From an optimization exercise on the open Yosys and OpenROAD flow, aimed at small area and a short achievable clock period; shortcuts taken in it are not production practice. Function was checked by simulation only, so behaviour that the tests miss may differ from the original. Power and IR drop assume default switching activity.

--- flow/run.sh ---
#!/bin/bash
# synth_recipe.tcl (not shown) runs the flow's synth.tcl, then flattens the netlist and writes it again
# the make line also repeats each setting of config.mk as NAME=value (left out here)
make -C /OpenROAD-flow-scripts/flow DESIGN_CONFIG=/design/flow/config.mk WORK_HOME=/design/flow/orfs CLKGATE_MAP_FILE= SYNTH_SCRIPT=/design/flow/synth_recipe.tcl finish
--- flow/config.mk ---
export PLATFORM = sky130hd
export DESIGN_NAME = orderBook
export DESIGN_NICKNAME = orderBook
export VERILOG_FILES = /design/flow/design.v
export SDC_FILE = /design/flow/constraint.sdc
export NUM_CORES = 4
export LEC_CHECK = 0
export CAP_MARGIN = 20
export CORE_MARGIN = 2
export CORE_UTILIZATION = 40
export SLEW_MARGIN = 20
--- flow/constraint.sdc ---
create_clock -name core_clock -period 5.0 [get_ports {clkIn}]
set_input_delay 1.0000 -clock core_clock [delete_from_list [all_inputs] [get_ports {clkIn}]]
set_output_delay 1.0000 -clock core_clock [all_outputs]
set_load 0.01 [all_outputs]
--- flow/design.v ---
package orderBookPkg;
    typedef logic [32-1:0] priceT;
    typedef logic [32-1:0] sharesT;
    typedef struct packed {
        logic   isDelete;
        logic   isBuy;
        priceT  price;
        sharesT shares;
    } orderMsgT;
    typedef struct packed {
        priceT  price;
        sharesT shares;
    } levelT;
endpackage
`timescale 1ns/10ps
module levelNode #(
    parameter bit BUY_SIDE = 1'b1
) (
    input  logic                  clkIn,
    input  orderBookPkg::priceT   msgPrice,
    input  orderBookPkg::priceT   levelPrice,
    output logic                  priceMatch,
    output logic                  priceBetter
);
    always_ff @(posedge clkIn) begin : flagReg
        priceMatch <= (msgPrice == levelPrice);
        if (BUY_SIDE) begin
            priceBetter <= (msgPrice > levelPrice);
        end else begin
            priceBetter <= (msgPrice < levelPrice);
        end
    end
endmodule
`timescale 1ns/10ps
module bookSide #(
    parameter bit BUY_SIDE = 1'b1
) (
    input  logic                   clkIn,
    input  logic                   rstIn,
    input  logic                   commitIn,
    input  orderBookPkg::orderMsgT msgR,
    output orderBookPkg::levelT    best,
    output logic                   updated
);
    localparam int DEPTH  = 8;
    localparam int LVL_W  = 32 + 32;
    localparam int SH_W   = 32;
    localparam orderBookPkg::levelT EMPTY_LEVEL = {{32{~BUY_SIDE}}, {32{1'b0}}};
    logic [DEPTH:1][LVL_W-1:0] levels;
    logic [DEPTH:1][LVL_W-1:0] levelsNext;
    logic [DEPTH:1] matchR;
    logic [DEPTH:1] betterR;
    for (genvar n = 1; n <= DEPTH; n++) begin : gNode
        levelNode #(
            .BUY_SIDE (BUY_SIDE)
        ) node (
            .clkIn       (clkIn),
            .msgPrice    (msgR.price),
            .levelPrice  (levels[n][LVL_W-1:SH_W]),
            .priceMatch  (matchR[n]),
            .priceBetter (betterR[n])
        );
    end
    orderBookPkg::sharesT matchShares;
    orderBookPkg::sharesT addend;
    logic [SH_W:0]        sumWide;
    orderBookPkg::sharesT newSharesR;
    logic                 coveredR;
    always_comb begin : matchMux
        matchShares = '0;
        for (int i = 1; i <= DEPTH; i++) begin
            matchShares = matchShares | ({SH_W{matchR[i]}} & levels[i][SH_W-1:0]);
        end
    end
    assign addend  = msgR.shares ^ {SH_W{msgR.isDelete}};
    assign sumWide = {matchShares, 1'b1} + {addend, msgR.isDelete};
    always_ff @(posedge clkIn) begin : sharesReg
        newSharesR <= sumWide[SH_W:1];
        coveredR   <= (matchShares <= msgR.shares);
    end
    logic anyMatch;
    logic anyBetter;
    logic isAdd;
    logic commit;
    orderBookPkg::levelT newLevel;
    assign anyMatch  = |matchR;
    assign anyBetter = |betterR;
    assign isAdd     = !msgR.isDelete;
    assign commit    = commitIn && (msgR.isBuy == BUY_SIDE) && !rstIn;
    assign newLevel  = {msgR.price, newSharesR};
    for (genvar i = 1; i <= DEPTH; i++) begin : gLevel
        localparam int ABOVE_IDX = (i > 1) ? i - 1 : 1;
        localparam int BELOW_IDX = (i < DEPTH) ? i + 1 : DEPTH;
        logic [LVL_W-1:0] aboveLevel;
        logic [LVL_W-1:0] belowLevel;
        logic aboveBetter;
        logic selNew;
        logic selAbove;
        logic selBelow;
        logic keep;
        assign aboveLevel  = levels[ABOVE_IDX];
        assign aboveBetter = (i > 1) ? betterR[ABOVE_IDX] : 1'b0;
        assign belowLevel  = (i < DEPTH) ? levels[BELOW_IDX] : EMPTY_LEVEL;
        assign selNew   = commit && (isAdd ? (matchR[i] || (!anyMatch && betterR[i] && !aboveBetter))
                                           : (matchR[i] && !coveredR));
        assign selAbove = commit && isAdd && !anyMatch && betterR[i] && aboveBetter;
        assign selBelow = commit && !isAdd && anyMatch && coveredR && (matchR[i] || betterR[i]);
        assign keep     = !rstIn && !selNew && !selAbove && !selBelow;
        assign levelsNext[i] = ({LVL_W{selNew}}   & newLevel)   |
                               ({LVL_W{selAbove}} & aboveLevel) |
                               ({LVL_W{selBelow}} & belowLevel) |
                               ({LVL_W{keep}}     & levels[i])  |
                               ({LVL_W{rstIn}}    & EMPTY_LEVEL);
    end
    always_ff @(posedge clkIn) begin : commitReg
        levels  <= levelsNext;
        updated <= commit && (anyMatch || (isAdd && anyBetter));
    end
    assign best = levels[1];
endmodule
`timescale 1ns/10ps
module orderBook (
    input  logic        clkIn,
    input  logic        rstIn,
    input  logic        msgValid,
    input  logic [65:0] msg,
    output logic [63:0] bestBid,
    output logic [63:0] bestAsk,
    output logic        bidUpdated,
    output logic        askUpdated
);
    orderBookPkg::orderMsgT msgR;
    logic [3:1] validPipe;
    always_ff @(posedge clkIn) begin : msgCapture
        if (msgValid) begin
            msgR <= msg;
        end
    end
    always_ff @(posedge clkIn) begin : validReg
        if (rstIn) begin
            validPipe <= '0;
        end else begin
            validPipe <= {validPipe[2:1], msgValid};
        end
    end
    bookSide #(
        .BUY_SIDE (1'b1)
    ) bidSide (
        .clkIn    (clkIn),
        .rstIn    (rstIn),
        .commitIn (validPipe[3]),
        .msgR     (msgR),
        .best     (bestBid),
        .updated  (bidUpdated)
    );
    bookSide #(
        .BUY_SIDE (1'b0)
    ) askSide (
        .clkIn    (clkIn),
        .rstIn    (rstIn),
        .commitIn (validPipe[3]),
        .msgR     (msgR),
        .best     (bestAsk),
        .updated  (askUpdated)
    );
endmodule
==> run summary <==
## metrics by stage
stage / power, uW / worst slack (ns)
after floorplan: 11980 / 1.278
after global placement: 12880 / 0.8897
after detailed placement: 12960 / 0.8918
after CTS: 23420 / 0.8698
after global routing: 24130 / 0.7651
final: 23380 / 0.8709
## logic make-up after synthesis
kind of cell | after synthesis
adder cells (fa/ha/maj) | 637
AND/OR/NAND/NOR | 1777
XOR/XNOR | 93
buffers and inverters | 1357
flip-flops | 1193
AO/OA/AOI/OAI | 2233
## state kept, by name, indices dropped and copies added, names as in the netlist
| name | cells |
|---|---|
| msgR | 66 |
| bidSide.levels | 512 |
| askSide.newSharesR | 32 |
| askSide.updated | 1 |
| bidSide.coveredR | 1 |
| bidSide.newSharesR | 32 |
| askSide.gNode.node.priceBetter | 8 |
| bidSide.gNode.node.priceMatch | 8 |
| bidSide.updated | 1 |
| askSide.levels | 512 |
| validPipe | 3 |
| askSide.gNode.node.priceMatch | 8 |
| askSide.coveredR | 1 |
| bidSide.gNode.node.priceBetter | 8 |
## final timing paths
path	startpoint	endpoint	depth (start not counted)
min	validPipe[2]$_SDFF_PP0_	validPipe[3]$_SDFF_PP0_	1
min reg2reg	validPipe[2]$_SDFF_PP0_	validPipe[3]$_SDFF_PP0_	1
max reg2reg	bidSide.gNode[6].node.priceMatch$_DFF_P_	bidSide.levels[293]$_DFF_P_	10
max	bidSide.gNode[6].node.priceMatch$_DFF_P_	bidSide.levels[293]$_DFF_P_	10
## worst max-delay path, stage by stage (launching register included)
cell and delay (ns):
dfxtp_1 0.58, buf_12 0.31, nor4_2 0.33, nand2_1 0.12
or3_4 0.38, nor3_2 0.59, nand2_1 0.28, nor2_4 0.18
buf_4 0.82, a222oi_1 0.29, nand2_1 0.13
## cell usage after synthesis, drive strengths merged, types with 10 or more instances
cell and number:
nand2 1215, dfxtp 1127, inv 748, a222oi 672, ha 637, a221o 450, clkbuf 354, a22oi 288
buf 255, a21oi 210, nand4 203, a21o 186, o21ai 151, nor2 103, nor2b 76, a221oi 70
edfxtp 66, a22o 64, xor2 54, o21a 47, nand2b 46, xnor2 39, nor4 37, and3 25
nand3 25, nor3 19, o211ai 17, a211oi 14, o21bai 10
## power by group through the flow
stage	logic, uW	registers, uW	clock network (uW)
after global placement	2210	10700	0
final	2320	10500	10600
after detailed placement	2280	10700	0
after floorplan	1650	10300	0
after CTS	2290	10500	10700
after global routing	2580	10500	11000
## routing by layer
| layer | part of all wire | vias to the layer above | wire length (microns) | GRT usage |
|---|---|---|---|---|
| met1 | 0.42 | 30100 | 104300 | 0.3861 |
| met2 | 0.44 | 3687 | 108800 | 0.4369 |
| li1 | - | 27850 | - | - |
| met4 | 0.040 | 0 | 9975 | 0.1192 |
| met3 | 0.11 | 624 | 26880 | 0.06165 |
| met5 | 0 | - | 0 | 0 |
## final cells by class
cell class	count	area, sq um	area share
Tap cell	2189	2739	0.03669
Clock inverter	52	639.4	0.008566
Antenna cell	2	5.005	0.00006705
Inverter	748	2808	0.03762
Multi-Input combinational cell	4740	36140	0.4842
Timing Repair Buffer	401	3732	0.05001
Clock buffer	195	4025	0.05393
Sequential cell	1193	24550	0.3289
==> run summary <==
Gate power share=0.099; cell taking the most area after synthesis=dfxtp_1; Worst Hold Class=reg2reg; Seq/Total Area, Yosys=0.3719; Syn-to-layout area delta=13.11%; worst rel slew slack=0.2000; max-cap viol count=0; critical path arrival=4.85 ns; fillers=15610; Synth Area in Adders=0.1208; Reg power frac=0.449; die width=410.2 microns; die area=approximately 170000 sq um; CP Class=reg2reg; worst-margin pin slew=1.170 ns; NumNets Final=7930; leakage power=0.03398 uW; Clk pwr share=0.451; clock slew at reported path FFs=about 0.06 ns; number of CTS-inserted buffers=140; drt first pass iters=13; commonest non-fill, non-tap cell in the layout=nand2_1; Routed Antenna Nets=0; Netlist cell types=between 70 and 80; fin crit period=4.129 ns; Cell Area, Synth=65990 sq um; Avg WL per Cell=26.25 microns; DR DRC count=0; XOR/XNOR Fraction of Synth Area=0.01234; critical path capture point type=flip-flop; Layout Utilization=0.4539; Rows=149; CTS Root Cell=clkbuf_16; vias in the first global route=between 50000 and 60000; largest family of logic cells by synthesized area=compound AO/OA/AOI/OAI gates; PwrDens=313.2 nW/um^2; Final Skew=0.03215 ns; EDFF count, synth=66; DR vias/cell=6.540; Max Fanout on Critical Path=64; hpwl dp=164200 microns; Slew Viols, Final=0; reg2reg setup slack=0.87 ns; YS warnings=5; clock latency on the worst-skew pair=0.80 ns; Synth area leaders=dfxtp_1 (34%), ha_1 (12%), a222oi_1 (10%); CTS tree=built; Die Ht=410.2 microns; I/O Pins=199; core box area=164400 sq um; Post-CTS Resized=0; port bufs=198; Pint=around 17000 uW; Max Clk Rate=242.2 MHz; CTS Buffer Depth=3; #FFs+latches synth=1193; Post-Layout Inst Area=74640 sq um; syn_nets=7996; fraction of final layout cells sized beyond drive strength 1=0.07054; post-synthesis instance total=between 7000 and 8000; post-placement cell area=69970 sq um; post-CTS setup buffer count=0; Sw Ratio=0.2726; type of origin of the critical path=flip-flop; number of hold violations in the final report=0; Hold Buf Count CTS=0; crit share post-route=0.8258; via count=62260; placer's final routability congestion estimate=~0.92; Post-synth ARST share=0; placed cell count=between 9000 and 10000; RSZ-0062 raised after global routing=no; Remaining Overflow, GRT=0; Synth Area per Inst=9.052 sq um; first-pass GRT wire length=between 300000 and 400000 microns; initial core utilization=0.4013; Psw=6374 uW; setup violators final=0; clock tree sinks=1193; status=no timing/DRC/antenna violations; DR iter-0 viols=10610; antenna violations before repair=4; final WL=249900 microns; multiplexer share of the synthesized area=0; final hold slack=~0.44 ns; simple-gate share of the synthesized area=0.1214; largest net degree at the start of global routing=between 70 and 80; commonest cells after routing, fill and taps aside=nand2_1 (1214), dfxtp_1 (1123), inv_1 (748), a222oi_1 (672), ha_1 (637); dominant synthesized flop cell=dfxtp_1; CTS H-tree depth=4; All-Layer GR Usage=0.2851; Synth top area share=0.3419; non-filler cells in the finished layout=9520; Req. time, crit path=5.72 ns; Compound-Gate Fraction of Synth Area=0.2889; setup TNS=0 ns; VDD IR-drop max=0.3690 mV

## static timing again, ports no longer ideal
The flow's constraints put no driver on any port. The routed layout listed below was extracted and timed again, unchanged, in two steps.
Step 1 (the two cells are an assumption about what drives the block):
set clk [get_ports {clkIn}]
set_driving_cell -lib_cell sky130_fd_sc_hd__clkbuf_16 $clk
set_driving_cell -lib_cell sky130_fd_sc_hd__buf_2 [delete_from_list [all_inputs] $clk]
Step 2 times the ports against the registers' clock, not the clock port: input delays grow and output delays shrink by t, the midpoint of the rising clock arrivals with the driver on.
Three values: ideal ports, drivers, drivers and shift; two values: the first two.
shift t [ns]: 0.873
setup slack, ns: 0.871 / 0.871 / 0.784
worst setup path at the end: input to register
After both steps setup and hold are still met in this run. The setup slack of this run moves by 0.000 ns with the drivers and by -0.087 ns with both steps.
